This design comes from an exercise in tuning for small area, a short achievable clock period and few clock cycles per item on the open sky130 flow, not from production work.
In this exercise RTL edits were held to simulation tests only and were not proved equivalent to the original.
Power is estimated from default activity; no workload was simulated.

==> flow/design.v (outline; a module is shown in full before it is edited, if it fits) <==
// module conv_loader: 60 lines
// module conv_sequencer: 114 lines
// module conv_mac: 3836 lines
// module result_fifo: 54 lines
// module conv_top: 86 lines
module conv_top (
    input  logic        clk,
    input  logic        reset,
    input  logic [7:0]  in_data,
    input  logic [3:0]  in_user,
    input  logic        in_valid,
    output logic        in_ready,
    output logic [20:0] out_data,
    output logic        out_valid,
    input  logic        out_ready
);
  // ...
==> flow/flow/run.sh <==
#!/bin/bash
# The standard layout with two changes: Yosys's synth runs without its
# quick ABC pass (-noabc), so the full adders it extracts keep their polarity
# and need fewer inverters (ORFS's own ABC mapping still runs afterwards), and
# timing repair aims at a 3.5 ns path instead of 4 ns. The clock period and
# constraints stay the design's.
set -euo pipefail
W=$(pwd)
sed 's/yosys synth -nofsm -noshare /yosys synth -nofsm -noshare -noabc /' synth_recipe.tcl > "$W/noabc_synth.tcl"
sed "s#SYNTH_SCRIPT=[^ ]*#SYNTH_SCRIPT=$W/noabc_synth.tcl#" standard.sh > "$W/noabc_standard.sh"
grep -q "SYNTH_SCRIPT=$W/noabc_synth.tcl" "$W/noabc_standard.sh"
export SETUP_SLACK_MARGIN=5.5
bash "$W/noabc_standard.sh" > standard.log 2>&1
==> flow/standard.sh <==
#!/bin/bash
# synth_recipe.tcl (not shown) runs the flow's synth.tcl, then flattens the netlist and writes it again
# the make line also repeats each setting of config.mk as NAME=value (left out here)
make -C /OpenROAD-flow-scripts/flow DESIGN_CONFIG=/design/flow/config.mk WORK_HOME=/design/flow/orfs CLKGATE_MAP_FILE= SYNTH_SCRIPT=/design/flow/synth_recipe.tcl "${@:-finish}"
==> flow/config.mk <==
export PLATFORM = sky130hd
export DESIGN_NAME = conv_top
export DESIGN_NICKNAME = conv_top
export VERILOG_FILES = /design/flow/design.v
export SDC_FILE = /design/flow/constraint.sdc
export NUM_CORES = 4
export LEC_CHECK = 0
export ABC_CLOCK_PERIOD_IN_PS = 3000
export CAP_MARGIN = 20
export CORE_MARGIN = 2
export CORE_UTILIZATION = 40
export CTS_CLUSTER_DIAMETER = 120
export CTS_CLUSTER_SIZE = 20
export SLEW_MARGIN = 20
==> flow/constraint.sdc <==
create_clock -name core_clock -period 9.0 [get_ports {clk}]
set_input_delay 1.8000 -clock core_clock [delete_from_list [all_inputs] [get_ports {clk}]]
set_output_delay 1.8000 -clock core_clock [all_outputs]
set_load 0.01 [all_outputs]
==> flow_metrics.py, run 1 <==
metrics = {
    "layout": {
        "utilization_pct": 43.6,
        "mostFrequentLayoutCells": "fa_1 (566), and2_1 (490), edfxtp_1 (465), dfxtp_1 (310), nand2_1 (270)",
        "top_regs": "u_conv_loader.sr: 224 flops, u_conv_loader.w: 128 flops, u_result_fifo.mem: 84 flops",
        "nMultiInputCombCells": 2125,
        "seqCellArea_mm2": 0.0202,
    },
    "floorplan": {
        "dieArea_mm2": 0.110,
        "start_util_pct": 40.4,
        "core_mm2": 0.106,
        "fp-row-count": 119,
    },
    "route": {
        "first_iter_violations": 2083,
        "met2RoutedLength_um": 46800,
        "num_vias": 24000,
    },
    "power_and_ir_drop": {
        "power_density_mw_per_mm2": 318,
        "largestPowerGroup": "combinational logic",
        "p_clk_share_pct": 14.4,
        "p_leak_nw": 17.6,
    },
    "cts": {
        "clkTransAtPathRegs_ps": 80,
        "cts_hold_buf": 0,
        "clock_sinks": 776,
    },
    "run_status": {
        "status": "finished clean",
    },
    "worst_setup_path": {
        "arrival_ps": 3930,
        "worstReg2RegEnd": "u_conv_mac.r1_9_11",
        "r2r_cells": 6,
        "critPathKind": "primary input to flop",
        "cp_slowest_cell": "clkdlybuf4s50_1",
        "cp-end-kind": "flop",
        "critical_path_required_ps": 9450,
    },
    "synth": {
        "syn_nets": 3858,
        "yosys.area_share.simple_pct": 12.3,
        "ys_seq_elements": 776,
    },
    "grt": {
        "met3_usage_pct": 3.40,
        "grtUsageMet2_pct": 29.7,
        "grt_usage_pct": 19.5,
    },
    "worst_hold_path": {
        "min_to": "u_conv_mac.r2_1_0",
        "hold_depth": 0,
    },
    "timing": {
        "finalHoldViolations": 0,
        "slew_headroom_pct": 33.5,
    },
}
Testbench counts, summed over its fixed seeds: cycles 10,425, frames 128.
==> module conv_sequencer, before the edit <==
module conv_sequencer #(
    parameter int DEPTH = 5
) (
    input  logic        clk,
    input  logic        reset,
    input  logic        in_valid,
    input  logic [3:0]  in_user,
    input  logic        pop,
    output logic        in_ready,
    output logic [15:0] w_en,
    output logic        w_clr,
    output logic        take_b,
    output logic        take_p,
    output logic        win,
    output logic        win4
);
    localparam logic [1:0] PH_W = 2'd0;
    localparam logic [1:0] PH_B = 2'd1;
    localparam logic [1:0] PH_P = 2'd2;
    logic [1:0]  ph;
    logic        rdy_w, rdy_b, rdy_p;
    logic [1:0]  km1;       
    logic        k4;        
    logic [1:0]  wa, wb;    
    logic [15:0] hot;       
    logic [2:0]  x, y;
    logic        xok, yok;  
    logic [2:0]  cred;
    logic        take_w, start, last_w;
    logic [1:0]  skm1, ca, cb, kk1, na, nb;
    logic [1:0]  ph_next;
    logic        rdy_next;
    logic [2:0]  cred_next;
    always_comb begin
        take_w = in_valid && rdy_w;
        take_b = in_valid && rdy_b;
        take_p = in_valid && rdy_p;
        start  = in_user[3];
        skm1   = in_user[1:0] - 2'd1;
        for (int t = 0; t < 16; t++)
            w_en[t] = take_w && (start ? (4'(t) == {skm1, skm1}) : hot[t]);
        w_clr  = take_w && start;
        ca     = start ? skm1 : wa;
        cb     = start ? skm1 : wb;
        kk1    = start ? skm1 : km1;
        last_w = (ca == 2'd0) && (cb == 2'd0);
        na     = (cb == 2'd0) ? ca - 2'd1 : ca;
        nb     = (cb == 2'd0) ? kk1 : cb - 2'd1;
        win    = take_p && xok && yok;
        win4   = win && k4;
        ph_next = ph;
        if (take_w && last_w)
            ph_next = PH_B;
        if (take_b)
            ph_next = PH_P;
        if (take_p && x == 3'd7 && y == 3'd7)
            ph_next = PH_W;
        cred_next = cred + {2'b00, win} - {2'b00, pop};
        if (in_valid && rdy_p && xok && yok)
            rdy_next = !k4 && ((pop ? cred : cred + 3'd1) < 3'(DEPTH));
        else
            rdy_next = (pop ? cred - 3'd1 : cred) < 3'(DEPTH);
    end
    always_ff @(posedge clk) begin
        if (reset) begin
            ph       <= PH_W;
            km1      <= '0;
            k4       <= 1'b0;
            wa       <= '0;
            wb       <= '0;
            hot      <= '0;
            x        <= '0;
            y        <= '0;
            xok      <= 1'b0;
            yok      <= 1'b0;
            cred     <= '0;
            in_ready <= 1'b1;
            rdy_w    <= 1'b1;
            rdy_b    <= 1'b0;
            rdy_p    <= 1'b0;
        end else begin
            ph       <= ph_next;
            cred     <= cred_next;
            in_ready <= rdy_next;
            rdy_w    <= rdy_next && ph_next == PH_W;
            rdy_b    <= rdy_next && ph_next == PH_B;
            rdy_p    <= rdy_next && ph_next == PH_P;
            if (take_w) begin
                if (start) begin
                    km1 <= skm1;
                    k4  <= skm1 == 2'd3;
                end
                wa <= na;
                wb <= nb;
                for (int t = 0; t < 16; t++)
                    hot[t] <= 4'(t) == {na, nb};
            end
            if (take_b) begin
                x   <= '0;
                y   <= '0;
                xok <= km1 == 2'd0;
                yok <= km1 == 2'd0;
            end
            if (take_p) begin
                x   <= x + 3'd1;
                xok <= (x == 3'd7) ? km1 == 2'd0 : xok || (x + 3'd1 == {1'b0, km1});
                if (x == 3'd7) begin
                    y   <= y + 3'd1;
                    yok <= yok || (y + 3'd1 == {1'b0, km1});
                end
            end
        end
    end
endmodule
==> inputs of run 2 (changes only) <==
--- a/flow/design.v
+++ b/flow/design.v
@@ -82,7 +82,6 @@
     logic [1:0]  km1;       
     logic        k4;        
     logic [1:0]  wa, wb;    
-    logic [15:0] hot;       
     logic [2:0]  x, y;
     logic        xok, yok;  
     logic [2:0]  cred;
@@ -98,7 +97,7 @@
         start  = in_user[3];
         skm1   = in_user[1:0] - 2'd1;
         for (int t = 0; t < 16; t++)
-            w_en[t] = take_w && (start ? (4'(t) == {skm1, skm1}) : hot[t]);
+            w_en[t] = take_w && (start ? (4'(t) == {skm1, skm1}) : (4'(t) == {wa, wb}));
         w_clr  = take_w && start;
         ca     = start ? skm1 : wa;
         cb     = start ? skm1 : wb;
@@ -128,7 +127,6 @@
             k4       <= 1'b0;
             wa       <= '0;
             wb       <= '0;
-            hot      <= '0;
             x        <= '0;
             y        <= '0;
             xok      <= 1'b0;
@@ -152,8 +150,6 @@
                 end
                 wa <= na;
                 wb <= nb;
-                for (int t = 0; t < 16; t++)
-                    hot[t] <= 4'(t) == {na, nb};
             end
             if (take_b) begin
                 x   <= '0;
==> flow/flow/run.sh (replaced) <==
#!/bin/bash
# The standard layout with two changes: Yosys's synth runs without its
# quick ABC pass (-noabc), so the full adders it extracts keep their polarity
# and need fewer inverters (ORFS's own ABC mapping still runs afterwards), and
# timing repair aims at a 3 ns path instead of 4 ns. The clock period and
# constraints stay the design's.
set -euo pipefail
W=$(pwd)
sed 's/yosys synth -nofsm -noshare /yosys synth -nofsm -noshare -noabc /' synth_recipe.tcl > "$W/noabc_synth.tcl"
sed "s#SYNTH_SCRIPT=[^ ]*#SYNTH_SCRIPT=$W/noabc_synth.tcl#" standard.sh > "$W/noabc_standard.sh"
grep -q "SYNTH_SCRIPT=$W/noabc_synth.tcl" "$W/noabc_standard.sh"
export SETUP_SLACK_MARGIN=6
bash "$W/noabc_standard.sh" > standard.log 2>&1
--- a/flow/config.mk
+++ b/flow/config.mk
@@ -5,7 +5,7 @@
 export SDC_FILE = /design/flow/constraint.sdc
 export NUM_CORES = 4
 export LEC_CHECK = 0
-export ABC_CLOCK_PERIOD_IN_PS = 3000
+export ABC_AREA = 1
 export CAP_MARGIN = 20
 export CORE_MARGIN = 2
 export CORE_UTILIZATION = 40
==> run 2 against run 1 <==
Compared with the run above:
- still clean on timing, DRC and antenna
- sequential share of layout area decreased by 1.9 points
- sequential power decreased by 3%
- power increased by 4.4%
- fmax increased by 12%
- critical path type is now flop to flop
- largest power group unchanged
- highest routed layer is now met5
==> flow_metrics.py, run 2 <==
metrics = {
    "run_status": {
        "status": "finished clean",
    },
    "synth": {
        "muxShareOfSynthArea_pct": 0.0940,
        "ys.flop_type": "edfxtp_1",
        "syn_avg_cell_area_um2": 10.8,
        "ys_async_sr_fraction_pct": 0,
        "yosys.area_share.simple_pct": 12.0,
        "yosys.cell_count.top_type": "nand2_1",
        "yosysUniqueCellTypes": 43,
        "ys.warnings.count": 8,
        "yosys.area_share.xor_xnor_pct": 0.350,
        "syn_nets": 4604,
        "ys_seq_elements": 760,
        "synthAdderAreaFrac_pct": 28.4,
        "seq_area_frac_synth_pct": 46.6,
        "yosys-top-cells-area": "edfxtp_1 (33%), fa_1 (27%), dfxtp_1 (14%)",
        "synth_area_mm2": 0.0426,
        "synth_cells": 3962,
        "synth_compound_area_share_pct": 3.32,
        "synth_top_family_by_area": "adder cells",
        "yosysTopAreaCellShare_pct": 32.8,
        "synth_edf_count": 465,
        "synthTopCellsByCount": "nand2_1 (954), inv_1 (800), fa_1 (567)",
        "synth.largest_area_cell": "edfxtp_1",
    },
    "floorplan": {
        "start_util_pct": 40.4,
        "fp-row-count": 119,
        "core_mm2": 0.105,
        "die_y_um": 330,
        "die_x_um": 330,
        "num_io_pins": 39,
        "dieArea_mm2": 0.109,
    },
    "cts": {
        "clk_latency_ps": 620,
        "numCtsBuffers": 44,
        "clkTransAtPathRegs_ps": 80,
        "clock_sinks": 760,
        "clock_path_buffers": 3,
        "cts_tree": "built",
        "root_buffer": "clkbuf_16",
        "h-tree-depth": 2,
    },
    "power_and_ir_drop": {
        "p_leak_nw": 22.4,
        "power_density_mw_per_mm2": 322,
        "worst_ir_drop_vdd_uv": 323,
    },
    "timing": {
        "finalCriticalPeriod_ps": 3090,
        "setup-violations-final": 0,
        "rsz0062_at_grt": "true",
        "max_freq_mhz": 324,
        "skew_ps": 27.4,
        "min_period_over_period_pct": 34.3,
        "slew_headroom_pct": 38.7,
        "worst_pin_slew_ps": 919,
        "tns_ps": 0,
        "finalHoldViolations": 0,
        "final_max_slew_viol_count": 0,
    },
    "placement": {
        "placed_cell_area_mm2": 0.0442,
        "dp_cells": 5184,
        "portBuffers": 37,
        "dpl.hpwl_um": 85000,
        "gp_congestion": 0.960,
    },
    "route": {
        "ant_nets": 0,
        "drt_pass1_iterations": 16,
        "num_vias": 26500,
        "routed_wl_um": 111000,
        "drc": 0,
        "viasPerCell": 4.89,
        "first_iter_violations": 2418,
        "wl_per_cell_um": 20.4,
    },
    "layout": {
        "final_cell_count_no_fill": 5424,
        "multi_input_area_mm2": 0.0194,
        "seqCellArea_mm2": 0.0199,
        "mostFrequentLayoutCells": "nand2_1 (915), inv_1 (768), fa_1 (507), edfxtp_1 (465), dfxtp_1 (246)",
        "area_growth_pct": 11.6,
        "nets": 4642,
        "top_regs": "u_conv_loader.sr: 224 flops, u_conv_loader.w: 128 flops, u_result_fifo.mem: 84 flops",
        "largest-register": "u_conv_loader.sr",
        "layout_commonest_cell": "nand2_1",
        "stdcell_area_mm2": 0.0476,
        "largest_reg_flops": 224,
        "n_fill_cell": 9715,
        "drive_gt1_share_pct": 11.9,
    },
    "grt": {
        "grt_usage_pct": 20.7,
        "grt_overflow": 0,
        "grt_max_degree": 81,
        "grt_pass1_wl_um": 167000,
        "antenna_found_initial": 5,
        "grt_pass1_vias": 27100,
    },
    "worst_setup_path": {
        "critical_path.most_common_cell": "fa_2",
        "arrival_ps": 3590,
        "cp-end-kind": "flop",
        "critPathKind": "flop to flop",
        "critPathTopFamily": "adder cells",
        "cp_num_buf_inv": 2,
        "cp_slowest_cell": "fa_2",
        "cp_cell_sequence": "buf_4, nand2_1, inv_1, fa_1, fa_2, fa_2, fa_2",
        "max_stage_delay_ps": 670,
        "path_max_fanout": 4,
        "critical_path_required_ps": 9500,
        "start_kind": "flop",
    },
    "run": {
        "max-cap-violations": 0,
    },
    "worst_hold_path": {
        "min_path_type": "flop to flop",
    },
}
==> run 2: changes by cell type in the layout (fill, tap and decap cells not counted), sizes merged, moves of 16 or more <==
cell / before / now
nand2: 274 / 959
inv: 214 / 790
and2: 491 / 3
buf: 26 / 194
nand3: 12 / 160
mux2i: 102 / 4
mux2: 57 / 0
nor2: 105 / 141
nor2b: 33 / 0
a22oi: 33 / 2
clkdlybuf4s50: 31 / 8
and3: 21 / 3
dfxtp: 311 / 295
==> run 2: area by class of cell <==
cell class                      instances  area share, %
Multi-Input combinational cell       2180           40.8
Clock buffer                           74           2.64
Antenna cell                            1        0.00526
Inverter                              804           6.51
Timing Repair Buffer                  207           4.35
Clock inverter                          4         0.0895
Tap cell                             1391           3.66
Timing Repair inverter                  3         0.0395
Sequential cell                       760           41.9
==> run 2: stage by stage <==
step	total power, W	util [%]	hold WS [ps]	setup slack, ps
floorplan	0.0103	-	310	3290
finish	0.0153	45.1	333	5910
CTS	0.0153	44.7	341	5940
global placement	0.0128	42.0	315	4200
global route	0.0168	45.1	344	5880
detailed placement	0.0130	42.0	313	4200
==> run 2: worst register-to-register path: stages, from the launching register on <==
cell	delay [ps]
edfxtp_1	490
buf_4	210
nand2_1	60
inv_1	50
fa_1	500
fa_2	540
fa_2	680
fa_2	470
==> run 2: cell families after synthesis <==
logic type / count (synthesis)
flops: 760
simple gates: 1280
compound gates: 252
fa+ha+maj: 626
buf+inv: 1023
xor+xnor: 17
mux: 4
==> run 2: final timing paths <==
check                             to  cells past startpoint                   from  slack (ps)
setup / recovery  u_conv_mac.r1_7_10                      7  u_conv_loader.w[1][6]        5910
hold / removal     u_conv_mac.r2_0_1                      0      u_conv_mac.r1_0_1         330
setup reg to reg  u_conv_mac.r1_7_10                      7  u_conv_loader.w[1][6]        5910
hold reg to reg    u_conv_mac.r2_0_1                      0      u_conv_mac.r1_0_1         330
==> run 2: repair_timing <==
| item | in CTS | in global routing |
|---|---|---|
| cloned | 4 | 2 |
| pin swaps | 26 | 94 |
| hold buffers | 0 | 0 |
| gates resized for setup | 196 | 106 |
| hold endpoints to repair | 0 | 0 |
| setup buffers | 136 | 19 |
| setup endpoints to repair | 678 | 297 |
==> run 2: per-layer routing <==
| layer | GRT usage (%) | share of wire, % | vias up |
|---|---|---|---|
| li1 | - | - | 12000 |
| met1 | 29.1 | 43 | 13300 |
| met2 | 33.1 | 46 | 993 |
| met3 | 3.70 | 8.5 | 192 |
| met4 | 5.80 | 3.0 | 2 |
| met5 | 0 | 0.012 | - |
==> run 2: power breakdown <==
part,internal (W),switching (W),total (W)
clock network,0.000963,0.00112,0.00209
logic,0.00345,0.00475,0.00820
registers,0.00472,0.000296,0.00502
Testbench counts of run 2, summed over its fixed seeds: cycles 10,425, frames 128.
==> inputs of run 3 (changes only) <==
--- a/flow/config.mk
+++ b/flow/config.mk
@@ -5,10 +5,11 @@
 export SDC_FILE = /design/flow/constraint.sdc
 export NUM_CORES = 4
 export LEC_CHECK = 0
-export ABC_AREA = 1
+export ABC_CLOCK_PERIOD_IN_PS = 3000
 export CAP_MARGIN = 20
 export CORE_MARGIN = 2
 export CORE_UTILIZATION = 40
 export CTS_CLUSTER_DIAMETER = 120
 export CTS_CLUSTER_SIZE = 20
 export SLEW_MARGIN = 20
+export TNS_END_PERCENT = 20
==> run 3 against run 2 <==
Compared with the run above:
- non-clock buffer count down 44
- highest routed layer unchanged
- largest power group unchanged
- global-route usage decreased by 1.0 points
- count of clock-buffer cells in the layout rose by 4
- routed wire length is 6.3% lower
==> flow_metrics.py, run 3 <==
metrics = {
    "run_status": {
        "status": "finished clean",
    },
    "cts": {
        "clkTransAtPathRegs_ps": 80,
        "h-tree-depth": 2,
        "root_buffer": "clkbuf_16",
        "clock_sinks": 760,
        "cts_tree": "built",
        "clk_latency_ps": 630,
        "clock_path_buffers": 3,
        "numCtsBuffers": 45,
    },
    "route": {
        "wl_per_cell_um": 22.6,
        "drc": 0,
        "drt-met1-wl_um": 44900,
        "routed_wl_um": 104000,
        "top_layer_used": "met5",
        "dr_wl_met3_um": 8350,
        "first_iter_violations": 1913,
        "num_vias": 23500,
        "viasPerCell": 5.11,
        "met2RoutedLength_um": 47200,
        "ant_nets": 0,
        "drt_pass1_iterations": 5,
    },
    "worst_setup_path": {
        "critical_path_required_ps": 9460,
        "r2r_cells": 6,
        "cp-endpoint": "u_conv_mac.r1_7_10",
        "cp-end-kind": "flop",
        "critPathKind": "flop to flop",
        "startpoint": "u_conv_loader.w[2][0]",
        "start_kind": "flop",
        "arrival_ps": 3660,
        "r2r_slack_ps": 5810,
        "rr_startpoint": "u_conv_loader.w[2][0]",
        "worstReg2RegEnd": "u_conv_mac.r1_7_10",
        "path_max_fanout": 8,
    },
    "synth": {
        "ys_async_sr_fraction_pct": 0,
        "synth.largest_area_cell": "edfxtp_1",
        "syn_nets": 3718,
        "synth_area_mm2": 0.0412,
        "ys.warnings.count": 8,
        "yosys-top-cells-area": "edfxtp_1 (34%), fa_1 (28%), dfxtp_1 (14%)",
        "ys_seq_elements": 760,
        "seq_area_frac_synth_pct": 48.2,
        "yosys.cell_count.top_type": "fa_1",
        "yosysUniqueCellTypes": 66,
        "synth_edf_count": 465,
        "yosysTopAreaCellShare_pct": 33.9,
        "synth_cells": 3076,
        "ys.flop_type": "edfxtp_1",
        "synthTopCellsByCount": "fa_1 (567), and2_1 (493), edfxtp_1 (465)",
        "syn_avg_cell_area_um2": 13.4,
    },
    "floorplan": {
        "dieArea_mm2": 0.106,
        "die_x_um": 325,
        "core_mm2": 0.102,
        "fp-row-count": 117,
        "num_io_pins": 39,
        "start_util_pct": 40.4,
        "die_y_um": 325,
    },
    "grt": {
        "grt_pass1_wl_um": 156000,
        "grt_overflow": 0,
        "grt_max_degree": 151,
        "grt_pass1_vias": 24500,
        "grt_usage_pct": 19.7,
        "antenna_found_initial": 4,
    },
    "placement": {
        "placed_cell_area_mm2": 0.0432,
        "dp_cells": 4408,
        "portBuffers": 37,
        "gp_congestion": 0.911,
        "dpl.hpwl_um": 78400,
    },
    "timing": {
        "final_max_slew_viol_count": 0,
        "finalCriticalPeriod_ps": 3190,
        "max_freq_mhz": 313,
        "skew_ps": 51.2,
        "rsz0062_at_grt": "true",
        "slew_headroom_pct": 40.4,
        "whs_ps": 328,
        "finalHoldViolations": 0,
        "setup-violations-final": 0,
        "tns_ps": 0,
        "min_period_over_period_pct": 35.5,
        "worst_pin_slew_ps": 893,
    },
    "layout": {
        "largest_reg_flops": 224,
        "area_growth_pct": 12.1,
        "utilization_pct": 45.3,
        "multi_input_area_mm2": 0.0208,
        "top_regs": "u_conv_loader.sr: 224 flops, u_conv_loader.w: 128 flops, u_result_fifo.mem: 84 flops",
        "mostFrequentLayoutCells": "fa_1 (545), and2_1 (486), edfxtp_1 (465), dfxtp_1 (287), nand2_1 (253)",
        "final_cell_count_no_fill": 4605,
        "largest-register": "u_conv_loader.sr",
        "layout_commonest_cell": "fa_1",
        "n_fill_cell": 9159,
        "stdcell_area_mm2": 0.0462,
        "nets": 3842,
        "drive_gt1_share_pct": 11.2,
        "seqCellArea_mm2": 0.0199,
    },
    "power_and_ir_drop": {
        "power_density_mw_per_mm2": 327,
        "worst_ir_drop_vdd_uv": 302,
        "p_leak_nw": 17.9,
    },
    "worst_hold_path": {
        "min-delay-start": "u_conv_mac.r1_3_4",
        "min_path_type": "flop to flop",
    },
    "run": {
        "max-cap-violations": 0,
    },
}
## run 3: cell count changes after synthesis, sizes merged, moves of 12 or more
cell    change
a21oi      +12
a22o       +24
and2      +490
buf        -19
clkbuf    -113
inv       -584
mux2       +48
mux2i      +23
nand2     -689
nand3      -99
nor2       -62
nor2b      +34
nor3       +12
o21ai      -12
## run 3: logic make-up after synthesis
logic type | Yosys count | synth area share [%]
AND/OR/NAND/NOR | 989 | 12.8
flip-flops | 760 | 48.2
adder cells (fa/ha/maj) | 626 | 29.3
buffers and inverters | 303 | 2.80
AO/OA/AOI/OAI | 293 | 4.30
multiplexers | 75 | 1.97
XOR/XNOR | 30 | 0.637
## run 3: critical path, cell delays in order (launching register included)
cell	delay, ps
edfxtp_1	560
and2_4	230
fa_1	540
inv_1	60
fa_1	510
fa_2	670
fa_1	460
## run 3: cell type report
cell class                 count  share of cell area (%)
multi-input combinational   2014                    45.0
sequential                   760                    43.0
tap                         1368                    3.70
timing repair buffer         163                    3.51
clock buffer                  78                    2.80
inverter                     216                    1.82
clock inverter                 4                   0.133
antenna                        2                  0.0108
## run 3: routing by layer
metal / vias to the layer above / global-route usage (%)
met4: 2 / 6.32
met3: 194 / 4.09
met5: - / 0
met2: 869 / 30.8
li1: 10300 / -
met1: 12100 / 27.5
## run 3: worst min path at each step
stage               cells after the start  slack (ps)           endpoint
global route                            0         340  u_conv_mac.r2_3_1
finish                                  0         330  u_conv_mac.r2_3_1
detailed placement                      0         310  u_conv_mac.r2_3_1
global placement                        0         310  u_conv_mac.r2_3_1
floorplan                               0         310  u_conv_mac.r2_0_0
CTS                                     0         330  u_conv_mac.r2_3_1
## run 3: power breakdown
part	leakage, nW	switching [W]	internal [W]	total [W]
logic	10.5	0.00442	0.00354	0.00796
registers	6.74	0.000284	0.00471	0.00500
clock network	0.644	0.00115	0.000994	0.00214
## run 3: what timing repair did
action                     CTS  global route
gates cloned                 0             2
hold endpoints to repair     0             0
setup buffers               79            32
pin swaps                   16            37
hold buffers                 0             0
setup endpoints to repair  676           538
resized for setup          120            77
## run 3: metrics by stage
step / worst slack (ps) / total power [W]
after floorplan: 5560 / 0.0100
after global placement: 3790 / 0.0123
after detailed placement: 3750 / 0.0125
after CTS: 5870 / 0.0148
after global routing: 5760 / 0.0165
final: 5810 / 0.0151
==> inputs of run 4 (changes only) <==
--- a/flow/flow/run.sh
+++ b/flow/flow/run.sh
@@ -9,5 +9,5 @@
 sed 's/yosys synth -nofsm -noshare /yosys synth -nofsm -noshare -noabc /' synth_recipe.tcl > "$W/noabc_synth.tcl"
 sed "s#SYNTH_SCRIPT=[^ ]*#SYNTH_SCRIPT=$W/noabc_synth.tcl#" standard.sh > "$W/noabc_standard.sh"
 grep -q "SYNTH_SCRIPT=$W/noabc_synth.tcl" "$W/noabc_standard.sh"
-export SETUP_SLACK_MARGIN=6
+export SETUP_SLACK_MARGIN=5.9
 bash "$W/noabc_standard.sh" > standard.log 2>&1
--- a/flow/config.mk
+++ b/flow/config.mk
@@ -12,4 +12,3 @@
 export CTS_CLUSTER_DIAMETER = 120
 export CTS_CLUSTER_SIZE = 20
 export SLEW_MARGIN = 20
-export TNS_END_PERCENT = 20
==> run 4 against run 3 <==
Compared with the run above:
- design area down 0.79%
- combinational power shrank 2.9%
- count of clock-buffer cells in the layout shrank 1
- critical path depth did not move
- power fell by 1.6%
- global-route usage increased by 0.17 points
- worst setup slack better by 85 ps
- synthesized cell count unchanged
- sequential cell count unchanged
- routed wire length down 0.34%
- synthesized area is the same
- clock power barely moved
- critical endpoint is now u_conv_mac.r1_4_4
- largest power group unchanged
- highest routed layer unchanged
==> flow_metrics.py, run 4 <==
metrics = {
    "synth": {
        "synth_compound_area_share_pct": 4.30,
        "ys.warnings.count": 8,
        "yosys.area_share.simple_pct": 12.8,
        "synth.largest_area_cell": "edfxtp_1",
        "synth_cells": 3076,
        "synthAdderAreaFrac_pct": 29.3,
        "yosysUniqueCellTypes": 66,
        "synth_edf_count": 465,
        "synth_area_mm2": 0.0412,
        "yosys-top-cells-area": "edfxtp_1 (34%), fa_1 (28%), dfxtp_1 (14%)",
        "ys_async_sr_fraction_pct": 0,
        "synthTopCellsByCount": "fa_1 (567), and2_1 (493), edfxtp_1 (465)",
        "ys_seq_elements": 760,
        "synth_top_family_by_area": "adder cells",
        "muxShareOfSynthArea_pct": 1.97,
        "yosys.area_share.xor_xnor_pct": 0.637,
        "yosysTopAreaCellShare_pct": 33.9,
        "yosys.cell_count.top_type": "fa_1",
        "syn_avg_cell_area_um2": 13.4,
        "ys.flop_type": "edfxtp_1",
        "seq_area_frac_synth_pct": 48.2,
        "syn_nets": 3718,
    },
    "timing": {
        "finalCriticalPeriod_ps": 3110,
        "whs_ps": 329,
        "finalWorstSetupSlack_ps": 5890,
        "setup-violations-final": 0,
        "max_freq_mhz": 322,
        "min_period_over_period_pct": 34.5,
        "skew_ps": 32.0,
        "final_max_slew_viol_count": 0,
        "slew_headroom_pct": 27.4,
        "worst_pin_slew_ps": 1090,
        "rsz0062_at_grt": "true",
        "finalHoldViolations": 0,
        "tns_ps": 0,
    },
    "layout": {
        "multi_input_area_mm2": 0.0207,
        "utilization_pct": 44.9,
        "largest-register": "u_conv_loader.sr",
        "mostFrequentLayoutCells": "fa_1 (542), and2_1 (484), edfxtp_1 (465), dfxtp_1 (273), nand2_1 (255)",
        "drive_gt1_share_pct": 11.5,
        "top_regs": "u_conv_loader.sr: 224 flops, u_conv_loader.w: 128 flops, u_result_fifo.mem: 84 flops",
        "layout_commonest_cell": "fa_1",
        "nets": 3831,
        "largest_reg_flops": 224,
        "n_fill_cell": 9213,
        "area_growth_pct": 11.3,
        "seqCellArea_mm2": 0.0199,
    },
    "cts": {
        "clk_latency_ps": 630,
        "cts_tree": "built",
        "root_buffer": "clkbuf_16",
        "clkTransAtPathRegs_ps": 80,
        "h-tree-depth": 2,
        "clock_sinks": 760,
        "numCtsBuffers": 44,
        "clock_path_buffers": 3,
    },
    "floorplan": {
        "core_mm2": 0.102,
        "die_y_um": 325,
        "num_io_pins": 39,
        "start_util_pct": 40.4,
        "dieArea_mm2": 0.106,
        "fp-row-count": 117,
        "die_x_um": 325,
    },
    "route": {
        "drt_pass1_iterations": 5,
        "num_vias": 23500,
        "viasPerCell": 5.13,
        "routed_wl_um": 104000,
        "first_iter_violations": 2097,
        "wl_per_cell_um": 22.6,
        "drc": 0,
        "ant_nets": 0,
    },
    "placement": {
        "gp_congestion": 0.907,
        "dpl.hpwl_um": 78800,
        "portBuffers": 37,
        "dp_slack_ps": 3680,
    },
    "worst_setup_path": {
        "critical_path.most_common_cell": "fa_1",
        "critPathTopFamily": "adder cells",
        "cp_num_buf_inv": 1,
        "arrival_ps": 3580,
        "critical_path_required_ps": 9470,
        "cp_cell_sequence": "buf_2, and2_1, fa_1, fa_1, fa_1, fa_1",
        "path_max_fanout": 6,
        "max_stage_delay_ps": 560,
        "critPathKind": "flop to flop",
        "cp-end-kind": "flop",
        "cp_slowest_cell": "fa_1",
        "start_kind": "flop",
    },
    "power_and_ir_drop": {
        "worst_ir_drop_vdd_uv": 329,
        "p_leak_nw": 17.8,
        "power_density_mw_per_mm2": 324,
    },
    "grt": {
        "grt_usage_pct": 19.9,
        "antenna_found_initial": 3,
        "grt_pass1_vias": 24600,
        "grt_overflow": 0,
        "grt_pass1_wl_um": 157000,
        "grt_max_degree": 92,
    },
    "run": {
        "max-cap-violations": 0,
    },
    "worst_hold_path": {
        "min_path_type": "flop to flop",
    },
    "run_status": {
        "status": "finished clean",
    },
}
## run 4: cell counts after synthesis
Identical to the previous run, type by type.
## run 4: layout make-up
type | instances | share of cell area (%)
inverter | 216 | 1.81
timing repair inverter | 1 | 0.0191
timing repair buffer | 153 | 2.94
tap | 1368 | 3.73
antenna | 1 | 0.00546
clock inverter | 3 | 0.136
clock buffer | 77 | 2.77
sequential | 760 | 43.4
multi-input combinational | 2013 | 45.2
## run 4: routing by layer
metal / vias to the layer above / part of all wire, % / GRT usage (%)
met5: - / 0.018 / 0
met4: 2 / 2.3 / 4.93
met3: 182 / 8.4 / 3.96
met2: 854 / 46 / 31.4
met1: 12200 / 44 / 28.2
li1: 10300 / - / -
## run 4: cell families after synthesis
family / Yosys count
buf+inv: 303
flops: 760
xor+xnor: 30
simple gates: 989
compound gates: 293
mux: 75
fa+ha+maj: 626
## run 4: where the power goes
part	switching, W	total [W]	leakage, nW	internal (W)
clock	0.00113	0.00213	0.635	0.000998
sequential	0.000284	0.00500	6.74	0.00471
combinational	0.00436	0.00773	10.4	0.00336
## run 4: metrics by stage
| step | total power (W) | std cells | instance area [µm²] |
|---|---|---|---|
| after floorplan | 0.0100 | 3076 | 41500 |
| after global placement | 0.0124 | 4406 | 43300 |
| after detailed placement | 0.0125 | 4406 | 43300 |
| after CTS | 0.0149 | 4559 | 45500 |
| after global routing | 0.0163 | 4591 | 45900 |
| final | 0.0149 | 4592 | 45900 |
## run 4: timing repair
item / CTS / global route
resized for setup: 121 / 69
pin swaps: 11 / 42
endpoints found under the setup margin: 553 / 103
setup buffers: 72 / 32
cloned: 1 / 0
hold buffers: 0 / 0
## run 4: final timing paths
| kind | startpoint | to | slack [ps] | cells past startpoint |
|---|---|---|---|---|
| worst max-delay path | u_conv_loader.w[5][3] | u_conv_mac.r1_4_4 | 5890 | 6 |
| worst min-delay path | u_conv_mac.r1_3_4 | u_conv_mac.r2_3_1 | 330 | 0 |
| worst min register to register | u_conv_mac.r1_3_4 | u_conv_mac.r2_3_1 | 330 | 0 |
| worst max register to register | u_conv_loader.w[5][3] | u_conv_mac.r1_4_4 | 5890 | 6 |
==> inputs of run 5 (changes only) <==
--- a/flow/flow/run.sh
+++ b/flow/flow/run.sh
@@ -9,5 +9,5 @@
 sed 's/yosys synth -nofsm -noshare /yosys synth -nofsm -noshare -noabc /' synth_recipe.tcl > "$W/noabc_synth.tcl"
 sed "s#SYNTH_SCRIPT=[^ ]*#SYNTH_SCRIPT=$W/noabc_synth.tcl#" standard.sh > "$W/noabc_standard.sh"
 grep -q "SYNTH_SCRIPT=$W/noabc_synth.tcl" "$W/noabc_standard.sh"
-export SETUP_SLACK_MARGIN=5.9
+export SETUP_SLACK_MARGIN=5.8
 bash "$W/noabc_standard.sh" > standard.log 2>&1
==> run 5 against run 4 <==
Compared with the run above:
- register-to-register slack lost 90 ps
- utilization shrank 0.55 points
- clock skew shrank 1.1 ps
- routed wire length shrank 0.51%
- global-route usage shrank 0.30 points
- power shrank 1.1%
- hold slack lost 1.9 ps
- sequential cell count is the same
- largest power group unchanged
==> flow_metrics.py, run 5 <==
metrics = {
    "power_and_ir_drop": {
        "p_leak_nw": 17.5,
        "worst_ir_drop_vdd_uv": 276,
        "power_density_mw_per_mm2": 324,
    },
    "layout": {
        "largest_reg_flops": 224,
        "final_cell_count_no_fill": 4542,
        "nets": 3781,
        "top_regs": "u_conv_loader.sr: 224 flops, u_conv_loader.w: 128 flops, u_result_fifo.mem: 84 flops",
        "stdcell_area_mm2": 0.0453,
        "drive_gt1_share_pct": 8.51,
        "mostFrequentLayoutCells": "fa_1 (563), and2_1 (488), edfxtp_1 (465), dfxtp_1 (289), nand2_1 (256)",
        "layout_commonest_cell": "fa_1",
        "largest-register": "u_conv_loader.sr",
        "area_growth_pct": 9.90,
    },
    "placement": {
        "dpl.hpwl_um": 79100,
        "gp_congestion": 0.908,
        "portBuffers": 37,
        "dp_cells": 4405,
        "placed_cell_area_mm2": 0.0432,
    },
    "timing": {
        "min_period_over_period_pct": 35.6,
        "whs_ps": 328,
        "finalCriticalPeriod_ps": 3200,
        "final_max_slew_viol_count": 0,
        "skew_ps": 30.9,
        "tns_ps": 0,
        "slew_headroom_pct": 36.7,
        "worst_pin_slew_ps": 950,
        "max_freq_mhz": 312,
        "rsz0062_at_grt": "true",
        "setup-violations-final": 0,
        "finalHoldViolations": 0,
    },
    "synth": {
        "yosysUniqueCellTypes": 66,
        "ys.warnings.count": 8,
        "seq_area_frac_synth_pct": 48.2,
        "yosys.cell_count.top_type": "fa_1",
        "ys_async_sr_fraction_pct": 0,
        "ys_seq_elements": 760,
        "syn_avg_cell_area_um2": 13.4,
        "synthTopCellsByCount": "fa_1 (567), and2_1 (493), edfxtp_1 (465)",
        "synth_cells": 3076,
        "syn_nets": 3718,
        "synth_edf_count": 465,
        "yosysTopAreaCellShare_pct": 33.9,
        "yosys-top-cells-area": "edfxtp_1 (34%), fa_1 (28%), dfxtp_1 (14%)",
        "synth_area_mm2": 0.0412,
        "synth.largest_area_cell": "edfxtp_1",
        "ys.flop_type": "edfxtp_1",
    },
    "floorplan": {
        "die_x_um": 325,
        "die_y_um": 325,
        "core_mm2": 0.102,
        "fp-row-count": 117,
        "start_util_pct": 40.4,
        "num_io_pins": 39,
        "dieArea_mm2": 0.106,
    },
    "worst_setup_path": {
        "r2r_cells": 6,
        "startpoint": "u_conv_loader.w[0][0]",
        "worstReg2RegEnd": "u_conv_mac.r1_2_1",
        "cp-end-kind": "flop",
        "arrival_ps": 3690,
        "rr_startpoint": "u_conv_loader.w[0][0]",
        "path_max_fanout": 6,
        "start_kind": "flop",
        "max_stage_delay_ps": 560,
        "critical_path_required_ps": 9490,
        "r2r_slack_ps": 5800,
        "cp_slowest_cell": "fa_1",
        "critPathKind": "flop to flop",
        "cp_cell_sequence": "buf_2, and2_1, fa_1, fa_1, fa_1, fa_1",
        "critical_path.most_common_cell": "fa_1",
    },
    "cts": {
        "numCtsBuffers": 44,
        "clkTransAtPathRegs_ps": 90,
        "clock_path_buffers": 3,
        "cts_tree": "built",
        "clock_sinks": 760,
        "root_buffer": "clkbuf_16",
        "h-tree-depth": 2,
        "clk_latency_ps": 620,
        "cts_hold_buf": 0,
    },
    "grt": {
        "antenna_found_initial": 4,
        "grt_max_degree": 154,
        "grt_usage_pct": 19.6,
        "grt_pass1_wl_um": 155000,
        "grt_pass1_vias": 24400,
        "grt_overflow": 0,
    },
    "route": {
        "drt_pass1_iterations": 5,
        "viasPerCell": 5.14,
        "drc": 0,
        "num_vias": 23300,
        "wl_per_cell_um": 22.7,
        "routed_wl_um": 103000,
        "first_iter_violations": 1978,
        "ant_nets": 0,
    },
    "worst_hold_path": {
        "min_to": "u_conv_mac.r2_1_0",
        "min_path_type": "flop to flop",
        "hold_depth": 0,
        "min-delay-start": "u_conv_mac.r1_1_0",
    },
    "run_status": {
        "status": "finished clean",
    },
    "run": {
        "max-cap-violations": 0,
    },
}
==> run 5: cell types whose count changed in the layout (fill, tap and decap cells not counted), moves of 21 or more <==
cell and delta:
dlygate4sd2_1 +22, buf_4 -44, fa_2 -21, fa_1 +21
==> run 5: per-layer routing <==
layer	vias to the layer above	track usage, %	wire [µm]
met1	12200	27.6	45300
met4	0	5.07	2410
li1	10200	-	-
met5	-	0	0
met2	790	31.1	47400
met3	165	3.78	7870
==> run 5: power by group <==
group	leakage [nW]	internal (W)	switching, W
Clock	0.623	0.000966	0.00113
Combinational	10.2	0.00328	0.00427
Sequential	6.74	0.00471	0.000322
==> run 5: final cells by class <==
type	count	area, µm²
fillers	9239	56700
multi-input cells	2013	20600
diodes	1	2.50
repair buffers	103	951
clock inverters	5	43.8
well taps	1368	1710
repair inverters	1	11.3
flip-flops and latches	760	19900
inverters	216	837
clock buffers	75	1260
==> run 5: worst max-delay path by stage <==
stage | to
after floorplan | u_conv_sequencer.cred[1]
after global routing | u_conv_sequencer.rdy_b
after CTS | u_conv_loader.w[0][0]
after global placement | u_conv_loader.w[8][0]
final | u_conv_mac.r1_2_1
after detailed placement | u_conv_loader.w[8][1]
==> run 5: worst max-delay path: cells and delay by family, from the launching register on <==
kind | cells | cell delay (ps)
and+or+nand+nor | 1 | 170
DFF | 1 | 540
buffers and inverters | 1 | 250
adders and majority gates | 4 | 2100
==> run 5: metrics by stage <==
stage	power (W)	worst slack (ps)	utilization (%)
finish	0.0147	5800	44.4
global route	0.0161	5800	44.4
CTS	0.0148	5740	44.0
detailed placement	0.0126	3690	42.3
global placement	0.0124	3700	42.3
floorplan	0.0100	5560	-
==> run 5: timing repair <==
action | CTS | global route
buffers inserted | 24 | 31
resized for setup | 72 | 37
setup endpoints to repair | 445 | 308
cloned | 0 | 1
pin swaps | 8 | 10
==> run 5: kinds of logic after synthesis <==
kind of cell	Yosys count	share of synthesized area (%)
and+or+nand+nor	989	12.8
adders and majority gates	626	29.3
muxes	75	1.97
buffers and inverters	303	2.80
xor gates and xnor gates	30	0.637
DFF	760	48.2
AOI/OAI and AO/OA	293	4.30
==> inputs of run 6 (changes only) <==
--- a/flow/flow/run.sh
+++ b/flow/flow/run.sh
@@ -9,5 +9,5 @@
 sed 's/yosys synth -nofsm -noshare /yosys synth -nofsm -noshare -noabc /' synth_recipe.tcl > "$W/noabc_synth.tcl"
 sed "s#SYNTH_SCRIPT=[^ ]*#SYNTH_SCRIPT=$W/noabc_synth.tcl#" standard.sh > "$W/noabc_standard.sh"
 grep -q "SYNTH_SCRIPT=$W/noabc_synth.tcl" "$W/noabc_standard.sh"
-export SETUP_SLACK_MARGIN=5.8
+export SETUP_SLACK_MARGIN=6
 bash "$W/noabc_standard.sh" > standard.log 2>&1
==> run 6 against run 5 <==
Compared with the run above:
- register-to-register slack gained 100 ps
- synthesized area stayed put
- critical path depth grew 1
- clock power is essentially flat
- clock skew increased by 4.9 ps
- sequential share of layout area is 1.5 points lower
- sequential power shrank 1%
- design area increased by 3.6%
- first-iteration DRC count up 4.1%
- fmax is 3.2% higher
- cell count is 2.4% higher
==> flow_metrics.py, run 6 <==
metrics = {
    "run_status": {
        "status": "finished clean",
    },
    "cts": {
        "cts_tree": "built",
        "cts_hold_buf": 0,
        "root_buffer": "clkbuf_16",
        "clkTransAtPathRegs_ps": 90,
        "clk_latency_ps": 630,
        "h-tree-depth": 2,
        "clock_path_buffers": 3,
        "clock_sinks": 760,
        "numCtsBuffers": 45,
    },
    "power_and_ir_drop": {
        "p_leak_nw": 18.2,
        "power_w": 0.0152,
        "worst_ir_drop_vdd_uv": 264,
        "power_density_mw_per_mm2": 325,
    },
    "worst_setup_path": {
        "critical_path_required_ps": 9560,
        "cp_slowest_cell": "fa_2",
        "cp_cell_sequence": "buf_12, and2_4, fa_1, inv_2, fa_2, fa_2, fa_2",
        "critical_path.most_common_cell": "fa_2",
        "critPathKind": "flop to flop",
        "cp-end-kind": "flop",
        "arrival_ps": 3660,
        "critPathTopFamily": "adder cells",
        "max_stage_delay_ps": 650,
        "cp_num_buf_inv": 2,
        "path_max_fanout": 8,
        "start_kind": "flop",
    },
    "timing": {
        "min_period_over_period_pct": 34.5,
        "max_freq_mhz": 322,
        "final_max_slew_viol_count": 0,
        "setup-violations-final": 0,
        "tns_ps": 0,
        "whs_ps": 331,
        "rsz0062_at_grt": "true",
        "finalHoldViolations": 0,
        "slew_headroom_pct": 39.4,
        "finalCriticalPeriod_ps": 3100,
        "worst_pin_slew_ps": 909,
        "skew_ps": 35.8,
    },
    "synth": {
        "yosysTopAreaCellShare_pct": 33.9,
        "synth_edf_count": 465,
        "yosysUniqueCellTypes": 66,
        "synth_cells": 3076,
        "ys_seq_elements": 760,
        "ys.flop_type": "edfxtp_1",
        "synth.largest_area_cell": "edfxtp_1",
        "ys.warnings.count": 8,
        "syn_avg_cell_area_um2": 13.4,
        "seq_area_frac_synth_pct": 48.2,
        "ys_async_sr_fraction_pct": 0,
        "synthTopCellsByCount": "fa_1 (567), and2_1 (493), edfxtp_1 (465)",
        "yosys-top-cells-area": "edfxtp_1 (34%), fa_1 (28%), dfxtp_1 (14%)",
        "syn_nets": 3718,
        "synth_area_mm2": 0.0412,
        "yosys.cell_count.top_type": "fa_1",
    },
    "placement": {
        "gp_congestion": 0.909,
        "portBuffers": 37,
        "placed_cell_area_mm2": 0.0435,
        "dpl.hpwl_um": 79600,
    },
    "layout": {
        "nets": 3888,
        "drive_gt1_share_pct": 17.7,
        "n_fill_cell": 9103,
        "mostFrequentLayoutCells": "fa_1 (488), edfxtp_1 (465), and2_1 (444), dfxtp_1 (262), nand2_1 (248)",
        "largest-register": "u_conv_loader.sr",
        "largest_reg_flops": 224,
        "stdcell_area_mm2": 0.0469,
        "top_regs": "u_conv_loader.sr: 224 flops, u_conv_loader.w: 128 flops, u_result_fifo.mem: 84 flops",
        "layout_commonest_cell": "fa_1",
        "area_growth_pct": 13.9,
    },
    "route": {
        "drt_pass1_iterations": 7,
        "viasPerCell": 5.13,
        "first_iter_violations": 2059,
        "num_vias": 23900,
        "routed_wl_um": 105000,
        "drc": 0,
        "ant_nets": 0,
        "wl_per_cell_um": 22.5,
    },
    "grt": {
        "grt_pass1_vias": 25200,
        "grt_usage_pct": 20.0,
        "grt_overflow": 0,
        "antenna_found_initial": 7,
        "grt_pass1_wl_um": 159000,
        "grt_max_degree": 92,
    },
    "floorplan": {
        "die_x_um": 325,
        "start_util_pct": 40.4,
        "num_io_pins": 39,
        "dieArea_mm2": 0.106,
        "core_mm2": 0.102,
        "die_y_um": 325,
        "fp-row-count": 117,
    },
    "worst_hold_path": {
        "min_path_type": "flop to flop",
    },
    "run": {
        "max-cap-violations": 0,
    },
}
==> run 6: kinds of logic after synthesis <==
kind of cell,Yosys count,share of synthesized area [%]
adder cells (fa/ha/maj),626,29.3
XOR/XNOR,30,0.637
AND/OR/NAND/NOR,989,12.8
buffers and inverters,303,2.80
flip-flops,760,48.2
multiplexers,75,1.97
AO/OA/AOI/OAI,293,4.30
==> run 6: per-stage QoR <==
step                      worst slack [ps]  instances  util (%)
after floorplan                       5560       3076         -
after global placement                4350       4406      42.6
after detailed placement              4310       4406      42.6
after CTS                             5950       4630      45.4
after global routing                  5860       4649      46.0
final                                 5900       4651      46.0
==> run 6: report_power, final <==
group / internal [W] / total [W] / leakage [nW] / switching [W]
Clock: 0.000990 / 0.00213 / 0.639 / 0.00114
Sequential: 0.00471 / 0.00499 / 6.74 / 0.000278
Combinational: 0.00364 / 0.00811 / 10.8 / 0.00447
Total: 0.00934 / 0.0152 / 18.2 / 0.00589
==> run 6: final timing paths <==
path | start | end | slack, ps | depth (start not counted)
setup / recovery | u_conv_loader.w[1][2] | u_conv_mac.r1_9_11 | 5900 | 7
setup reg to reg | u_conv_loader.w[1][2] | u_conv_mac.r1_9_11 | 5900 | 7
hold / removal | u_conv_mac.r1_1_0 | u_conv_mac.r2_1_0 | 330 | 0
hold reg to reg | u_conv_mac.r1_1_0 | u_conv_mac.r2_1_0 | 330 | 0
==> run 6: worst reg2reg max path: cells and delay by family (launching register included) <==
family,cells,cell delay (ps)
fa+ha+maj,4,2210
flops,1,440
buf+inv,2,210
simple gates,1,160
==> run 6: routing by layer <==
metal / global-route usage (%) / part of all wire, % / up-vias
met5: 0 / 0.012 / -
met4: 5.96 / 3.2 / 2
met3: 2.99 / 7.2 / 204
met2: 32.1 / 46 / 880
met1: 28.3 / 44 / 12400
li1: - / - / 10400
==> run 6: layout make-up <==
| cell class | count | area [µm²] | area share (%) |
|---|---|---|---|
| Tap cell | 1368 | 1710 | 3.65 |
| Sequential cell | 760 | 19900 | 42.4 |
| Multi-Input combinational cell | 2013 | 21200 | 45.2 |
| Inverter | 216 | 837 | 1.78 |
| Clock buffer | 76 | 1280 | 2.74 |
| Clock inverter | 6 | 58.8 | 0.125 |
| Timing Repair Buffer | 210 | 1920 | 4.09 |
| Antenna cell | 2 | 5.00 | 0.0107 |
==> run 6: repair_timing <==
item	in CTS	in global routing
cloned	1	1
gates resized for setup	212	176
pin swaps	69	136
endpoints found under the setup margin	687	151
buffers inserted	141	18
==> inputs of run 7 (changes only) <==
==> flow/flow/run.sh (replaced) <==
#!/bin/bash
# The standard layout with two changes: Yosys's synth runs without its
# quick ABC pass (-noabc), so the full adders it extracts keep their polarity
# and need fewer inverters (ORFS's own ABC mapping still runs afterwards), and
# timing repair aims at a 3.05 ns path instead of 4 ns. The clock period and
# constraints stay the design's.
set -euo pipefail
W=$(pwd)
sed 's/yosys synth -nofsm -noshare /yosys synth -nofsm -noshare -noabc /' synth_recipe.tcl > "$W/noabc_synth.tcl"
sed "s#SYNTH_SCRIPT=[^ ]*#SYNTH_SCRIPT=$W/noabc_synth.tcl#" standard.sh > "$W/noabc_standard.sh"
grep -q "SYNTH_SCRIPT=$W/noabc_synth.tcl" "$W/noabc_standard.sh"
export SETUP_SLACK_MARGIN=5.95
bash "$W/noabc_standard.sh" > standard.log 2>&1
==> run 7 against run 6 <==
Compared with the run above:
- combinational power down 2%
- synthesized area unchanged
- first-iteration DRC count down 0.63%
- non-clock buffer count down 33
- cell count down 0.75%
- critical path type unchanged
- critical endpoint unchanged
- largest cell class unchanged
- largest power group unchanged
==> flow_metrics.py, run 7 <==
metrics = {
    "timing": {
        "finalHoldViolations": 0,
        "whs_ps": 330,
        "max_freq_mhz": 314,
        "setup-violations-final": 0,
        "min_period_over_period_pct": 35.4,
        "rsz0062_at_grt": "true",
        "finalCriticalPeriod_ps": 3190,
        "final_max_slew_viol_count": 0,
        "slew_headroom_pct": 38.0,
        "worst_pin_slew_ps": 929,
        "tns_ps": 0,
        "skew_ps": 36.4,
    },
    "layout": {
        "top_regs": "u_conv_loader.sr: 224 flops, u_conv_loader.w: 128 flops, u_result_fifo.mem: 84 flops",
        "utilization_pct": 45.5,
        "area_growth_pct": 12.6,
        "nets": 3856,
        "largest-register": "u_conv_loader.sr",
        "mostFrequentLayoutCells": "fa_1 (505), edfxtp_1 (465), and2_1 (459), dfxtp_1 (272), nand2_1 (252)",
        "drive_gt1_share_pct": 15.2,
        "largest_reg_flops": 224,
        "antenna_cells": 0,
        "layout_commonest_cell": "fa_1",
        "n_fill_cell": 9182,
    },
    "worst_setup_path": {
        "cp_slowest_cell": "fa_2",
        "r2r_cells": 8,
        "cp_cell_sequence": "buf_6, buf_12, and2_4, fa_1, inv_2, fa_2, fa_1, fa_2",
        "path_max_fanout": 4,
        "critical_path_required_ps": 9540,
        "critPathTopFamily": "adder cells",
        "cp-end-kind": "flop",
        "path_depth": 8,
        "rr_startpoint": "u_conv_loader.w[1][2]",
        "max_stage_delay_ps": 630,
        "cp-endpoint": "u_conv_mac.r1_9_11",
        "arrival_ps": 3720,
        "critPathKind": "flop to flop",
        "worstReg2RegEnd": "u_conv_mac.r1_9_11",
        "r2r_slack_ps": 5810,
        "cp_num_buf_inv": 3,
        "startpoint": "u_conv_loader.w[1][2]",
        "start_kind": "flop",
    },
    "cts": {
        "clk_latency_ps": 630,
        "cts_tree": "built",
        "clock_path_buffers": 3,
        "clock_sinks": 760,
        "numCtsBuffers": 45,
        "h-tree-depth": 2,
        "clkTransAtPathRegs_ps": 80,
        "root_buffer": "clkbuf_16",
    },
    "placement": {
        "dpl.hpwl_um": 78500,
        "portBuffers": 37,
        "gp_congestion": 0.911,
    },
    "synth": {
        "yosys-top-cells-area": "edfxtp_1 (34%), fa_1 (28%), dfxtp_1 (14%)",
        "synthTopCellsByCount": "fa_1 (567), and2_1 (493), edfxtp_1 (465)",
        "yosysTopAreaCellShare_pct": 33.9,
        "synth_edf_count": 465,
        "ys_async_sr_fraction_pct": 0,
        "synth_cells": 3076,
        "yosys.cell_count.top_type": "fa_1",
        "syn_avg_cell_area_um2": 13.4,
        "synth.largest_area_cell": "edfxtp_1",
        "syn_nets": 3718,
        "yosysUniqueCellTypes": 66,
        "synth_area_mm2": 0.0412,
        "ys_seq_elements": 760,
        "ys.flop_type": "edfxtp_1",
        "ys.warnings.count": 8,
        "seq_area_frac_synth_pct": 48.2,
    },
    "floorplan": {
        "dieArea_mm2": 0.106,
        "start_util_pct": 40.4,
        "die_y_um": 325,
        "num_io_pins": 39,
        "die_x_um": 325,
        "core_mm2": 0.102,
        "fp-row-count": 117,
    },
    "route": {
        "num_vias": 23700,
        "viasPerCell": 5.13,
        "first_iter_violations": 2046,
        "wl_per_cell_um": 22.7,
        "routed_wl_um": 105000,
        "drt_pass1_iterations": 5,
        "drc": 0,
        "ant_nets": 0,
    },
    "power_and_ir_drop": {
        "power_density_mw_per_mm2": 324,
        "p_leak_nw": 18.0,
        "worst_ir_drop_vdd_uv": 318,
    },
    "grt": {
        "grt_pass1_wl_um": 157000,
        "grt_usage_pct": 19.8,
        "grt_pass1_vias": 24500,
        "grt_max_degree": 151,
        "grt_overflow": 0,
        "antenna_found_initial": 4,
    },
    "worst_hold_path": {
        "min_path_type": "flop to flop",
    },
    "run": {
        "max-cap-violations": 0,
    },
    "run_status": {
        "status": "finished clean",
    },
}
-- run 7: cell count changes in the layout (fill, tap and decap cells not counted), sizes merged --
cell           previous run  this run
buf                     198       157
clkinv                    2         1
bufbuf                    1         0
clkbuf                   79        86
clkdlybuf4s15             0         1
inv                     219       220
dlygate4sd2               0         1
diode                     2         0
-- run 7: worst min path at each step --
stage / from / to / slack [ps] / cells past startpoint
finish: u_conv_mac.r1_0_0 / u_conv_mac.r2_0_0 / 330 / 0
global placement: u_conv_mac.r1_3_4 / u_conv_mac.r2_3_1 / 320 / 0
global route: u_conv_mac.r1_0_0 / u_conv_mac.r2_0_0 / 340 / 0
CTS: u_conv_mac.r1_0_0 / u_conv_mac.r2_0_0 / 330 / 0
detailed placement: u_conv_mac.r1_0_0 / u_conv_mac.r2_0_0 / 310 / 0
floorplan: u_conv_mac.r1_0_0 / u_conv_mac.r2_0_0 / 310 / 0
-- run 7: final cells by class --
class | instances | area [µm²] | area share (%)
clock buffers | 76 | 1260 | 2.72
clock inverters | 5 | 61.3 | 0.132
inverters | 216 | 837 | 1.80
multi-input cells | 2013 | 20900 | 45.1
flip-flops and latches | 760 | 19900 | 42.9
well taps | 1368 | 1710 | 3.69
repair buffers | 177 | 1720 | 3.69
repair inverters | 1 | 11.3 | 0.0243
-- run 7: metrics by stage --
step / setup slack [ps] / area [µm²] / total power, W / cells
after floorplan: 5560 / 41500 / 0.0101 / 3076
after global placement: 4100 / 43300 / 0.0123 / 4405
after detailed placement: 4100 / 43300 / 0.0125 / 4405
after CTS: 5900 / 45900 / 0.0149 / 4589
after global routing: 5760 / 46400 / 0.0165 / 4616
final: 5810 / 46400 / 0.0150 / 4616
-- run 7: cell families (layout without fill, tap and decap cells) --
kind of cell | after synthesis | after routing | synth area share, %
XOR/XNOR | 30 | 30 | 0.637
AO/OA/AOI/OAI | 293 | 293 | 4.30
flip-flops | 760 | 760 | 48.2
multiplexers | 75 | 75 | 1.97
buffers and inverters | 303 | 475 | 2.80
AND/OR/NAND/NOR | 989 | 989 | 12.8
adder cells (fa/ha/maj) | 626 | 626 | 29.3
-- run 7: routing by layer --
metal | GRT usage [%] | share of wire, % | up-vias
li1 | - | - | 10400
met1 | 27.8 | 43 | 12300
met2 | 31.4 | 46 | 837
met3 | 3.68 | 7.5 | 174
met4 | 5.59 | 2.8 | 0
met5 | 0 | 0 | -
-- run 7: report_power, final --
group | total [W] | switching, W | leakage (nW) | internal, W
registers | 0.00499 | 0.000277 | 6.74 | 0.00471
clock network | 0.00212 | 0.00114 | 0.629 | 0.000976
logic | 0.00794 | 0.00443 | 10.6 | 0.00350
total | 0.0150 | 0.00585 | 18.0 | 0.00919
-- run 7: what timing repair did --
item,CTS,global route
endpoints found under the setup margin,649,380
hold buffers,0,0
gates cloned,0,4
gates resized for setup,169,150
pin swaps,36,97
setup buffers,103,23
==> inputs of run 8 (changes only) <==
==> flow/flow/run.sh (replaced) <==
#!/bin/bash
# The standard layout with two changes: Yosys's synth runs without its
# quick ABC pass (-noabc), so the full adders it extracts keep their polarity
# and need fewer inverters (ORFS's own ABC mapping still runs afterwards), and
# timing repair aims at a 3.1 ns path instead of 4 ns. The clock period and
# constraints stay the design's.
set -euo pipefail
W=$(pwd)
sed 's/yosys synth -nofsm -noshare /yosys synth -nofsm -noshare -noabc /' synth_recipe.tcl > "$W/noabc_synth.tcl"
sed "s#SYNTH_SCRIPT=[^ ]*#SYNTH_SCRIPT=$W/noabc_synth.tcl#" standard.sh > "$W/noabc_standard.sh"
grep -q "SYNTH_SCRIPT=$W/noabc_synth.tcl" "$W/noabc_standard.sh"
export SETUP_SLACK_MARGIN=5.9
bash "$W/noabc_standard.sh" > standard.log 2>&1
--- a/flow/config.mk
+++ b/flow/config.mk
@@ -5,7 +5,6 @@
 export SDC_FILE = /design/flow/constraint.sdc
 export NUM_CORES = 4
 export LEC_CHECK = 0
-export ABC_CLOCK_PERIOD_IN_PS = 3000
 export CAP_MARGIN = 20
 export CORE_MARGIN = 2
 export CORE_UTILIZATION = 40
==> run 8 against run 7 <==
Compared with the run above:
- sequential cell count did not move
- largest cell class unchanged
- critical path depth fell by 2
- die area did not move
- synthesized area did not move
- sequential share of layout area rose by 0.53 points
- fmax rose by 2.5%
- synthesized cell count did not move
- global-route usage rose by 0.095 points
- non-clock buffer count fell by 24
- via count fell by 0.61%
- clock power barely moved
- still clean
==> flow_metrics.py, run 8 <==
metrics = {
    "run_status": {
        "status": "finished clean",
    },
    "grt": {
        "grt_pass1_vias": 24600,
        "grt_usage_pct": 19.9,
        "grt_overflow": 0,
        "grt_pass1_wl_um": 157000,
        "grt_max_degree": 92,
        "antenna_found_initial": 3,
    },
    "timing": {
        "setup-violations-final": 0,
        "rsz0062_at_grt": "true",
        "worst_pin_slew_ps": 1090,
        "finalCriticalPeriod_ps": 3110,
        "tns_ps": 0,
        "final_max_slew_viol_count": 0,
        "min_period_over_period_pct": 34.5,
        "finalWorstSetupSlack_ps": 5890,
        "skew_ps": 32.0,
        "max_freq_mhz": 322,
        "whs_ps": 329,
        "slew_headroom_pct": 27.4,
        "finalHoldViolations": 0,
    },
    "power_and_ir_drop": {
        "switching_share_pct": 38.9,
        "worst_ir_drop_vdd_uv": 329,
        "p_clk_share_pct": 14.3,
        "p_leak_nw": 17.8,
        "internal_power_w": 0.00908,
        "power_density_mw_per_mm2": 324,
        "p_comb_share_pct": 52.0,
        "p_sw_w": 0.00578,
        "seqPwrFrac_pct": 33.6,
    },
    "floorplan": {
        "fp-row-count": 117,
        "core_mm2": 0.102,
        "num_io_pins": 39,
        "dieArea_mm2": 0.106,
        "die_x_um": 325,
        "die_y_um": 325,
        "start_util_pct": 40.4,
    },
    "synth": {
        "synth_area_mm2": 0.0412,
        "synth_edf_count": 465,
        "yosys-top-cells-area": "edfxtp_1 (34%), fa_1 (28%), dfxtp_1 (14%)",
        "seq_area_frac_synth_pct": 48.2,
        "syn_nets": 3718,
        "synth.largest_area_cell": "edfxtp_1",
        "ys.warnings.count": 8,
        "syn_avg_cell_area_um2": 13.4,
        "yosys.cell_count.top_type": "fa_1",
        "synthTopCellsByCount": "fa_1 (567), and2_1 (493), edfxtp_1 (465)",
        "yosysUniqueCellTypes": 66,
        "ys_async_sr_fraction_pct": 0,
        "ys.flop_type": "edfxtp_1",
        "synth_cells": 3076,
        "yosysTopAreaCellShare_pct": 33.9,
        "ys_seq_elements": 760,
    },
    "layout": {
        "top_regs": "u_conv_loader.sr: 224 flops, u_conv_loader.w: 128 flops, u_result_fifo.mem: 84 flops",
        "layout_commonest_cell": "fa_1",
        "n_fill_cell": 9213,
        "drive_gt1_share_pct": 11.5,
        "area_growth_pct": 11.3,
        "largest-register": "u_conv_loader.sr",
        "utilization_pct": 44.9,
        "nets": 3831,
        "mostFrequentLayoutCells": "fa_1 (542), and2_1 (484), edfxtp_1 (465), dfxtp_1 (273), nand2_1 (255)",
        "stdcell_area_mm2": 0.0459,
        "largest_reg_flops": 224,
    },
    "route": {
        "viasPerCell": 5.13,
        "wl_per_cell_um": 22.6,
        "num_vias": 23500,
        "drt_pass1_iterations": 5,
        "drc": 0,
        "routed_wl_um": 104000,
        "first_iter_violations": 2097,
        "ant_nets": 0,
    },
    "worst_setup_path": {
        "start_kind": "flop",
        "critPathKind": "flop to flop",
        "path_max_fanout": 6,
        "critical_path_required_ps": 9470,
        "cp-end-kind": "flop",
        "arrival_ps": 3580,
    },
    "placement": {
        "portBuffers": 37,
        "gp_congestion": 0.907,
        "placed_cell_area_mm2": 0.0433,
        "dpl.hpwl_um": 78800,
        "dp_slack_ps": 3680,
    },
    "cts": {
        "root_buffer": "clkbuf_16",
        "clk_latency_ps": 630,
        "clock_sinks": 760,
        "cts_tree": "built",
        "h-tree-depth": 2,
        "clkTransAtPathRegs_ps": 80,
        "clock_path_buffers": 3,
        "numCtsBuffers": 44,
    },
    "worst_hold_path": {
        "min_path_type": "flop to flop",
    },
    "run": {
        "max-cap-violations": 0,
    },
}
run 8: changes by cell type in the layout (fill, tap and decap cells not counted), moves of 16 or more:
| cell | previous run | this run |
|---|---|---|
| clkdlybuf4s15_1 | 0 | 16 |
| fa_1 | 505 | 542 |
| buf_2 | 21 | 5 |
| buf_6 | 23 | 6 |
| and2_1 | 459 | 484 |
| and2_4 | 29 | 4 |
| fa_2 | 62 | 25 |
run 8: path summary, 6_finish.rpt:
path / start / endpoint / slack [ps] / cells past startpoint
worst min register to register: u_conv_mac.r1_3_4 / u_conv_mac.r2_3_1 / 330 / 0
worst max-delay path: u_conv_loader.w[5][3] / u_conv_mac.r1_4_4 / 5890 / 6
worst max register to register: u_conv_loader.w[5][3] / u_conv_mac.r1_4_4 / 5890 / 6
worst min-delay path: u_conv_mac.r1_3_4 / u_conv_mac.r2_3_1 / 330 / 0
run 8: what timing repair did:
action / in CTS / in global routing
cloned: 1 / 0
resized for setup: 121 / 69
hold buffers: 0 / 0
pin swaps: 11 / 42
endpoints found under the setup margin: 553 / 103
buffers inserted: 72 / 32
run 8: power by group through the flow:
stage / logic [W] / clock network (W) / registers, W
final: 0.00773 / 0.00213 / 0.00500
after global placement: 0.00722 / 0 / 0.00517
after floorplan: 0.00501 / 0 / 0.00504
after global routing: 0.00890 / 0.00232 / 0.00506
after CTS: 0.00762 / 0.00221 / 0.00503
after detailed placement: 0.00734 / 0 / 0.00518
run 8: final cells by class:
class / count / area (µm²) / share of cell area, %
antenna: 1 / 2.50 / 0.00546
clock buffer: 77 / 1270 / 2.77
clock inverter: 3 / 62.6 / 0.136
inverter: 216 / 831 / 1.81
multi-input combinational: 2013 / 20700 / 45.2
sequential: 760 / 19900 / 43.4
tap: 1368 / 1710 / 3.73
timing repair buffer: 153 / 1350 / 2.94
timing repair inverter: 1 / 8.76 / 0.0191
run 8: routing by layer:
layer | GRT usage [%] | vias up | share of wire [%]
li1 | - | 10300 | -
met1 | 28.2 | 12200 | 44
met2 | 31.4 | 854 | 46
met3 | 3.96 | 182 | 8.4
met4 | 4.93 | 2 | 2.3
met5 | 0 | - | 0.018
run 8: metrics by stage:
step	power [W]	cells
3_5_place_dp	0.0125	4406
5_1_grt	0.0163	4591
4_1_cts	0.0149	4559
3_3_place_gp	0.0124	4406
2_1_floorplan	0.0100	3076
6_report	0.0149	4592
run 8: worst max-delay path, stage by stage (launching register included):
cell and delay, ps:
edfxtp_1 550, buf_2 280, and2_1 170, fa_1 430, fa_1 520, fa_1 560, fa_1 450
run 8: logic make-up (layout without fill, tap and decap cells):
| kind of cell | Yosys count | count (layout) | synth area share (%) |
|---|---|---|---|
| AO/OA/AOI/OAI | 293 | 293 | 4.30 |
| XOR/XNOR | 30 | 30 | 0.637 |
| adder cells (fa/ha/maj) | 626 | 626 | 29.3 |
| buffers and inverters | 303 | 450 | 2.80 |
| flip-flops | 760 | 760 | 48.2 |
| multiplexers | 75 | 75 | 1.97 |
| other | 0 | 1 | 0 |
| AND/OR/NAND/NOR | 989 | 989 | 12.8 |

==> afterwards: timing with drivers on the ports <==
No port has a modelled driver above. Below, the same layouts with a new extraction and two added sets of constraints.
Step 1, drivers: a clkbuf_16 drives clk and a buf_2 each remaining input, both assumed.
Step 2 also shifts input and output timing later by t, the mid clock arrival at the registers, as if the neighbouring blocks saw the same clock.
Slacks: no drivers / after step 1 / after step 2; pairs: no drivers / after step 1.
| run | t (ns) | slack for setup (ns) | hold slack, ns | worst setup path at the end |
|---|---|---|---|---|
| run 1 | 0.684 | 5.526 / 5.558 / 4.892 | 0.331 / 0.331 / 0.331 | input to register |
| run 2 | 0.674 | 5.911 / 5.911 / 5.369 | 0.333 / 0.333 / 0.333 | input to register |
| run 3 | 0.659 | 5.807 / 5.807 / 5.356 | 0.328 / 0.328 / 0.328 | input to register |
| run 4 | 0.681 | 5.892 / 5.892 / 5.305 | 0.329 / 0.329 / 0.329 | input to register |
| run 5 | 0.673 | 5.799 / 5.799 / 5.220 | 0.328 / 0.328 / 0.328 | input to register |
| run 6 | 0.679 | 5.899 / 5.899 / 5.450 | 0.331 / 0.331 / 0.331 | input to register |
| run 7 | 0.677 | 5.813 / 5.813 / 5.308 | 0.330 / 0.330 / 0.330 | input to register |
| run 8 | 0.681 | 5.892 / 5.892 / 5.305 | 0.329 / 0.329 / 0.329 | input to register |
After both steps setup and hold are still met in every run listed. The setup slack of run 1, which loses most, moves by +0.032 ns with the drivers and by -0.634 ns with both steps.
